Background: an optimization exercise with open tools, aiming at small area and a short achievable clock period. Do not read the settings as production practice.
At most, simulation tests tie the RTL to the original design; equivalence was not proved.
Power and IR drop assume default switching activity.

== the reference run ==
// deflate_stored_top
module deflate_stored_top (
	input  logic                        clk,
	input  logic                        rst_n,
	input  logic                        word_valid,
	input  logic [32-1:0]  word,           
	output logic                        out_valid,
	output logic [32-1:0]  out_word,
	output logic                        out_last,
	output logic [3-1:0] out_bytes,
	output logic                        done,
	output logic                        protocol_error
);
	logic        a_hdr, a_dat, a_trl;   
	logic [1:0]  a_ra;
	logic [3:0]  a_sel;
	logic        a_crcv;
	logic [1:0]  ra_next;
	logic [31:0] a_word;
	logic        a_bf;
	logic [2:0]  b_n;                   
	logic        b_last, b_bf;
	logic [31:0] b_lanes;
	block_decoder block_decoder_i (
		.clk            (clk),
		.rst_n          (rst_n),
		.word_valid     (word_valid),
		.word           (word),
		.a_hdr          (a_hdr),
		.a_dat          (a_dat),
		.a_ra            (a_ra),
		.a_sel           (a_sel),
		.a_crcv          (a_crcv),
		.ra              (ra_next),
		.a_trl          (a_trl),
		.a_word         (a_word),
		.a_bf           (a_bf),
		.protocol_error (protocol_error)
	);
	stored_sequencer stored_sequencer_i (
		.clk     (clk),
		.rst_n   (rst_n),
		.a_hdr   (a_hdr),
		.a_dat   (a_dat),
		.a_ra     (a_ra),
		.a_sel    (a_sel),
		.a_crcv   (a_crcv),
		.ra_next  (ra_next),
		.a_trl   (a_trl),
		.a_word  (a_word),
		.a_bf    (a_bf),
		.b_n     (b_n),
		.b_last  (b_last),
		.b_bf    (b_bf),
		.b_lanes (b_lanes)
	);
	bit_packer bit_packer_i (
  ...
Size: about 1,500 cells after synthesis, about 250 flip-flops, roughly 74 I/O pins.
export LEC_CHECK = 0
export CAP_MARGIN = 20
export CORE_MARGIN = 2
export CORE_UTILIZATION = 40
export CTS_CLUSTER_DIAMETER = 80
export CTS_CLUSTER_SIZE = 24
export SETUP_SLACK_MARGIN = 3.5
export SLEW_MARGIN = 20
export TNS_END_PERCENT = 5
create_clock -name core_clock -period 6.0 [get_ports {clk}]
standard.sh (not shown) runs the stock make flow with config.mk's settings and CLKGATE_MAP_FILE= SYNTH_SCRIPT=/design/flow/synth_recipe.tcl, a recipe that flattens the netlist after the stock synthesis.
==> flow/flow/run.sh <==
#!/bin/bash
# The standard layout, with the port buffers made of plain buffers instead of the
# slow delay buffers buffer_ports picks by default. Every port still gets its buffer.
set -euo pipefail
export BUFFER_PORTS_ARGS="-buffer_cell sky130_fd_sc_hd__buf_2"
bash standard.sh > standard.log 2>&1
Here is what was changed in the inputs of the trial run compared with the reference run.
-- flow/design.v --
<<< the reference run, line 16
	output logic [1:0]  a_ra,            
	output logic [3:0]  a_sel,           
	output logic        a_crcv,          
	output logic        a_trl,           
	output logic [31:0] a_word,          
>>> the trial run, line 16
	output logic [1:0]  a_ra,            
	output logic [3:0]  a_sel,           
	output logic        a_trl,           
	output logic [31:0] a_word,          
<<< the reference run, line 53
			a_dat          <= 1'b0;
			a_trl          <= 1'b0;
			a_ra           <= '0;
			protocol_error <= 1'b0;
		end else begin
>>> the trial run, line 52
			a_dat          <= 1'b0;
			a_trl          <= 1'b0;
			a_sel          <= '0;
			protocol_error <= 1'b0;
		end else begin
<<< the reference run, line 59
			a_dat <= accept & in_data_q;
			a_trl <= accept & block_end & is_final;
			a_ra  <= ra & {2{accept & in_data_q}};
			if (word_valid & ~accept)
				protocol_error <= 1'b1;
>>> the trial run, line 58
			a_dat <= accept & in_data_q;
			a_trl <= accept & block_end & is_final;
			for (int r = 0; r < 4; r++)
				a_sel[r] <= accept & in_data_q & ra_oh[r];
			if (word_valid & ~accept)
				protocol_error <= 1'b1;
<<< the reference run, line 69
	end
	always_ff @(posedge clk) begin
		for (int r = 0; r < 4; r++)
			a_sel[r] <= accept & in_data_q & ra_oh[r];
		a_crcv <= accept & in_data_q;
		a_word <= word_up;
		a_bf   <= word[24];
		bytes_left[15:2] <= ({14{accept & ~in_data_q}} & word[15:2])
		                  | ({14{accept & in_data_q}}  & (bytes_left[15:2] - 14'd1))
		                  | ({14{~accept}}             & bytes_left[15:2]);
		if (accept) begin
			if (in_data_q) begin
				last_q     <= (bytes_left[15:4] == '0) & ~(bytes_left[3] & (bytes_left[2:0] != 3'b000));
			end else begin
				bytes_left[1:0] <= word[1:0];
				final_q    <= word[24];
				last_q     <= (word[15:3] == '0) & ~(word[2] & (word[1:0] != 2'b00));
>>> the trial run, line 69
	end
	always_ff @(posedge clk) begin
		a_word <= word_up;
		a_bf   <= word[24];
		if (accept) begin
			if (in_data_q) begin
				bytes_left[15:2] <= bytes_left[15:2] - 14'd1;
				last_q           <= (bytes_left[15:4] == '0) & ~(bytes_left[3] & (bytes_left[2:0] != 3'b000));
			end else begin
				bytes_left <= word[15:0];
				final_q    <= word[24];
				last_q     <= (word[15:3] == '0) & ~(word[2] & (word[1:0] != 2'b00));
<<< the reference run, line 87
		end
	end
endmodule
`timescale 1ns/1ps
>>> the trial run, line 82
		end
	end
	assign a_ra = {a_sel[2] | a_sel[3], a_sel[1] | a_sel[3]};
endmodule
`timescale 1ns/1ps
<<< the reference run, line 231
	input  logic [1:0]  a_ra,
	input  logic [3:0]  a_sel,
	input  logic        a_crcv,
	input  logic [1:0]  ra_next,         
	input  logic        a_trl,
>>> the trial run, line 227
	input  logic [1:0]  a_ra,
	input  logic [3:0]  a_sel,
	input  logic [1:0]  ra_next,         
	input  logic        a_trl,
<<< the reference run, line 260
		.clk       (clk),
		.rst_n     (rst_n),
		.crc_valid (a_crcv),
		.crc_data  (a_word),
		.crc_sel   (a_sel),
		.load      (st_crc_q | crc_init),         
		.load_value({isize_hi_next, isize_lo_q}),    
		.crc_out   (crc_value)
	);
>>> the trial run, line 255
		.clk       (clk),
		.rst_n     (rst_n),
		.crc_valid (a_dat),
		.crc_data  (a_word),
		.crc_sel   (a_sel),
		.load      (st_crc_q | crc_init),         
		.load_value({isize_hi_next, isize_lo_q} & {32{st_crc_q}}),
		.crc_out   (crc_value)
	);
<<< the reference run, line 285
		rot_next = {pos_next[1] ^ ra_next[1] ^ (~pos_next[0] & ra_next[0]), pos_next[0] ^ ra_next[0]};
	end
	assign lo_sum        = {1'b0, isize_lo_q} + {1'b0, a_word[23:8] & {16{a_hdr}}};    
	assign isize_hi_next = isize_hi_q + {15'b0, isize_c_q};
	always_ff @(posedge clk or negedge rst_n) begin
>>> the trial run, line 280
		rot_next = {pos_next[1] ^ ra_next[1] ^ (~pos_next[0] & ra_next[0]), pos_next[0] ^ ra_next[0]};
	end
	assign lo_sum        = {1'b0, isize_lo_q} + {1'b0, a_word[23:8]};    
	assign isize_hi_next = isize_hi_q + {15'b0, isize_c_q};
	always_ff @(posedge clk or negedge rst_n) begin
<<< the reference run, line 303
			st_isize_q <= st_crc_q;
			pos_q      <= pos_next;
			isize_lo_q <= lo_sum[15:0];
			isize_c_q  <= lo_sum[16];
			isize_hi_q <= isize_hi_next;
			b_n        <= n_c;
>>> the trial run, line 298
			st_isize_q <= st_crc_q;
			pos_q      <= pos_next;
			if (a_hdr)
				isize_lo_q <= lo_sum[15:0];
			isize_c_q  <= a_hdr & lo_sum[16];
			isize_hi_q <= isize_hi_next;
			b_n        <= n_c;
<<< the reference run, line 406
	logic [1:0]  a_ra;
	logic [3:0]  a_sel;
	logic        a_crcv;
	logic [1:0]  ra_next;
	logic [31:0] a_word;
>>> the trial run, line 402
	logic [1:0]  a_ra;
	logic [3:0]  a_sel;
	logic [1:0]  ra_next;
	logic [31:0] a_word;
<<< the reference run, line 422
		.a_ra            (a_ra),
		.a_sel           (a_sel),
		.a_crcv          (a_crcv),
		.ra              (ra_next),
		.a_trl          (a_trl),
>>> the trial run, line 417
		.a_ra            (a_ra),
		.a_sel           (a_sel),
		.ra              (ra_next),
		.a_trl          (a_trl),
<<< the reference run, line 436
		.a_ra     (a_ra),
		.a_sel    (a_sel),
		.a_crcv   (a_crcv),
		.ra_next  (ra_next),
		.a_trl   (a_trl),
>>> the trial run, line 430
		.a_ra     (a_ra),
		.a_sel    (a_sel),
		.ra_next  (ra_next),
		.a_trl   (a_trl),
Of the two values seen for cell with the largest stage delay on the worst path, sky130_fd_sc_hd__dfxtp_1 was produced by the trial run and sky130_fd_sc_hd__dfxtp_4 by the reference run. NOTE: cell count in the trial run falls short of that of the reference run. The trial run vs. the reference run: summed area of non-filler cells in the final layout decreased about 0.53%; worst setup slack after layout increased 0.068 ns; portion of the layout cell area used by non-clock buffers decreased 1.7 points; synthesized cell count decreased 61. Diff the reference run..the trial run | portion of total power attributed to combinational logic | negligible. Summary of the trial run over the reference run: width of the die went up by 2.6%; net switching power figure went up by 0.17 mW; buffer and inverter count on the worst path went down by 4. Number of nets produced by synthesis for the trial run: 61 down relative to the reference run. The trial run consumes more power than the reference run does. The trial run vs the reference run, largest fanout on the critical path went up by 1.
For the reference run, only the layout was checked, not whether the RTL still works.


## yarrow
Another version of the RTL of deflate_stored_top (not shown whole).
Size: ~1400 cells after synthesis, about 250 flip-flops, about 74 I/O pins, ~14000 µm² of cells after synthesis.
Design deflate_stored_top, start of the top module:
module deflate_stored_top (
	input  logic                        clk,
	input  logic                        rst_n,
	input  logic                        word_valid,
	input  logic [32-1:0]  word,           
	output logic                        out_valid,
	output logic [32-1:0]  out_word,
	output logic                        out_last,
	output logic [3-1:0] out_bytes,
	output logic                        done,
	output logic                        protocol_error
);
	logic        a_hdr, a_dat, a_trl;   
	logic [1:0]  a_ra;
	logic [3:0]  a_sel;
	logic        a_crcv;
	logic [1:0]  ra_next;
	logic [31:0] a_word;
	logic        a_bf;
	logic [2:0]  b_n;                   
	logic        b_last, b_bf;
	logic [31:0] b_lanes;
	block_decoder block_decoder_i (
		.clk            (clk),
		.rst_n          (rst_n),
		.word_valid     (word_valid),
		.word           (word),
		.a_hdr          (a_hdr),
		.a_dat          (a_dat),
		.a_ra            (a_ra),
		.a_sel           (a_sel),
		.a_crcv          (a_crcv),
		.ra              (ra_next),
		.a_trl          (a_trl),
		.a_word         (a_word),
		.a_bf           (a_bf),
		.protocol_error (protocol_error)
	);
	stored_sequencer stored_sequencer_i (
		.clk     (clk),
		.rst_n   (rst_n),
		.a_hdr   (a_hdr),
		.a_dat   (a_dat),
		.a_ra     (a_ra),
		.a_sel    (a_sel),
		.a_crcv   (a_crcv),
		.ra_next  (ra_next),
		.a_trl   (a_trl),
		.a_word  (a_word),
		.a_bf    (a_bf),
		.b_n     (b_n),
		.b_last  (b_last),
		.b_bf    (b_bf),
		.b_lanes (b_lanes)
	);
	bit_packer bit_packer_i (
		.clk       (clk),
		.rst_n     (rst_n),
		.b_n       (b_n),
		.b_last    (b_last),
		.b_bf      (b_bf),
		.b_lanes   (b_lanes),
		.out_valid (out_valid),
		.out_word  (out_word),
  ...
export LEC_CHECK = 0
export CAP_MARGIN = 20
export CORE_MARGIN = 2
export CORE_UTILIZATION = 40
export CTS_CLUSTER_DIAMETER = 80
export CTS_CLUSTER_SIZE = 24
export SETUP_SLACK_MARGIN = 3.5
export SLEW_MARGIN = 20
export TNS_END_PERCENT = 5
create_clock -name core_clock -period 6.0 [get_ports {clk}]
Scripts as last shown in full above: flow/flow/run.sh
The inputs of garnet differ from those of yarrow as listed below.
--- a/flow/design.v
+++ b/flow/design.v
@@ -10,17 +10,16 @@
 	input  logic        clk,
 	input  logic        rst_n,
 	input  logic        word_valid,
 	input  logic [31:0] word,
 	output logic        a_hdr,           
 	output logic        a_dat,           
 	output logic [1:0]  a_ra,            
 	output logic [3:0]  a_sel,           
-	output logic        a_crcv,          
 	output logic        a_trl,           
 	output logic [31:0] a_word,          
 	output logic        a_bf,            
 	output logic [1:0]  ra,              
 	output logic        protocol_error
 );
 	logic        in_data_q;      
 	logic        ended_q;        
@@ -47,48 +46,47 @@
 	end
 	always_ff @(posedge clk or negedge rst_n) begin
 		if (!rst_n) begin
 			in_data_q      <= 1'b0;
 			ended_q        <= 1'b0;
 			a_hdr          <= 1'b0;
 			a_dat          <= 1'b0;
 			a_trl          <= 1'b0;
-			a_ra           <= '0;
+			a_sel          <= '0;
 			protocol_error <= 1'b0;
 		end else begin
 			a_hdr <= accept & ~in_data_q;
 			a_dat <= accept & in_data_q;
 			a_trl <= accept & block_end & is_final;
-			a_ra  <= ra & {2{accept & in_data_q}};
+			for (int r = 0; r < 4; r++)
+				a_sel[r] <= accept & in_data_q & ra_oh[r];
 			if (word_valid & ~accept)
 				protocol_error <= 1'b1;
 			if (accept) begin
 				in_data_q <= ~block_end;
 				ended_q   <= block_end & is_final;
 			end
 		end
 	end
 	always_ff @(posedge clk) begin
-		for (int r = 0; r < 4; r++)
-			a_sel[r] <= accept & in_data_q & ra_oh[r];
-		a_crcv <= accept & in_data_q;
 		a_word <= word_up;
 		a_bf   <= word[24];
 		if (accept) begin
 			if (in_data_q) begin
 				bytes_left[15:2] <= bytes_left[15:2] - 14'd1;
 				last_q           <= (bytes_left[15:4] == '0) & ~(bytes_left[3] & (bytes_left[2:0] != 3'b000));
 			end else begin
 				bytes_left <= word[15:0];
 				final_q    <= word[24];
 				last_q     <= (word[15:3] == '0) & ~(word[2] & (word[1:0] != 2'b00));
 			end
 		end
 	end
+	assign a_ra = {a_sel[2] | a_sel[3], a_sel[1] | a_sel[3]};
 endmodule
 `timescale 1ns/1ps
 module crc32_engine (
 	input  logic        clk,
 	input  logic        rst_n,
 	input  logic        crc_valid,
 	input  logic [3:0]  crc_sel,         
 	input  logic [31:0] crc_data,        
@@ -223,17 +221,16 @@
 `timescale 1ns/1ps
 module stored_sequencer (
 	input  logic        clk,
 	input  logic        rst_n,
 	input  logic        a_hdr,
 	input  logic        a_dat,
 	input  logic [1:0]  a_ra,
 	input  logic [3:0]  a_sel,
-	input  logic        a_crcv,
 	input  logic [1:0]  ra_next,         
 	input  logic        a_trl,
 	input  logic [31:0] a_word,
 	input  logic        a_bf,
 	output logic [2:0]  b_n,             
 	output logic        b_last,          
 	output logic        b_bf,            
 	output logic [31:0] b_lanes          
@@ -252,17 +249,17 @@
 	logic [2:0]  n_c;
 	logic [16:0] lo_sum;
 	logic [1:0]  rot_next;
 	logic [1:0]  pos_next;
 	logic [3:0]  rot_q;                  
 	crc32_engine crc32_engine_i (
 		.clk       (clk),
 		.rst_n     (rst_n),
-		.crc_valid (a_crcv),
+		.crc_valid (a_dat),
 		.crc_data  (a_word),
 		.crc_sel   (a_sel),
 		.load      (st_crc_q | crc_init),         
 		.load_value({isize_hi_next, isize_lo_q}),    
 		.crc_out   (crc_value)
 	);
  	assign crc_init = a_hdr & ~hdr_seen_q;   
 	assign g = (st_crc_q | st_isize_q) ? crc_value : a_word;
@@ -398,47 +395,44 @@
 	output logic                        out_last,
 	output logic [3-1:0] out_bytes,
 	output logic                        done,
 	output logic                        protocol_error
 );
 	logic        a_hdr, a_dat, a_trl;   
 	logic [1:0]  a_ra;
 	logic [3:0]  a_sel;
-	logic        a_crcv;
 	logic [1:0]  ra_next;
 	logic [31:0] a_word;
 	logic        a_bf;
 	logic [2:0]  b_n;                   
 	logic        b_last, b_bf;
 	logic [31:0] b_lanes;
 	block_decoder block_decoder_i (
 		.clk            (clk),
 		.rst_n          (rst_n),
 		.word_valid     (word_valid),
 		.word           (word),
 		.a_hdr          (a_hdr),
 		.a_dat          (a_dat),
 		.a_ra            (a_ra),
 		.a_sel           (a_sel),
-		.a_crcv          (a_crcv),
 		.ra              (ra_next),
 		.a_trl          (a_trl),
 		.a_word         (a_word),
 		.a_bf           (a_bf),
 		.protocol_error (protocol_error)
 	);
 	stored_sequencer stored_sequencer_i (
 		.clk     (clk),
 		.rst_n   (rst_n),
 		.a_hdr   (a_hdr),
 		.a_dat   (a_dat),
 		.a_ra     (a_ra),
 		.a_sel    (a_sel),
-		.a_crcv   (a_crcv),
 		.ra_next  (ra_next),
 		.a_trl   (a_trl),
 		.a_word  (a_word),
 		.a_bf    (a_bf),
 		.b_n     (b_n),
 		.b_last  (b_last),
 		.b_bf    (b_bf),
 		.b_lanes (b_lanes)
### Flow results
- garnet | stages: all done | timing, DRC, antenna: all pass
- garnet vs yarrow — detailed-route via count dropped 95.
- Looking at garnet and yarrow, the global-route total usage across every layer is a wash.
- Taking yarrow as the reference, in garnet total wire length after detailed routing now sits lower, power now sits lower, clock network contribution to total cell area now sits higher.
- Sequential cell count in garnet vs yarrow: down 3
- | layout multi-input combinational cell count | lower: garnet |
- Fraction of standard cell area in multi-input logic, garnet and yarrow, lower one = yarrow.
- From yarrow to garnet the numbers moved as follows: relative contribution of the clock network to total power rose 0.9 points, final cell count now sits lower, leakage power figure down 0.028 nW.
The RTL of garnet was laid out without a check of its function.

## static timing again, ports no longer ideal
The results above use ideal ports. As a check the final layouts listed here were re-extracted and re-timed, cells and wires unchanged. Step 1 sets driving cells, clkbuf_16 on the clock port and buf_2 on the other inputs (assumed; they add their load-dependent delay and slew). Step 2 times the ports against the registers' clock, not the clock port: input delays grow and output delays shrink by t, the midpoint of the rising clock arrivals with the driver on. Three values: ideal, step 1, step 2; two values: the first two.
run | t (ns) | setup slack, ns | cell pins on the clock port's net
the reference run | 0.558 | 3.314 / 3.314 / 3.105 | 1
the trial run | 0.564 | 3.383 / 3.383 / 3.211 | 1
yarrow | 0.563 | 3.397 / 3.397 / 3.285 | 1
garnet | 0.564 | 3.266 / 3.266 / 3.056 | 1
After both steps every run listed still meets setup and hold. For garnet, which loses most, drivers alone change the setup slack by 0.000 ns; drivers and shift together by -0.210 ns.
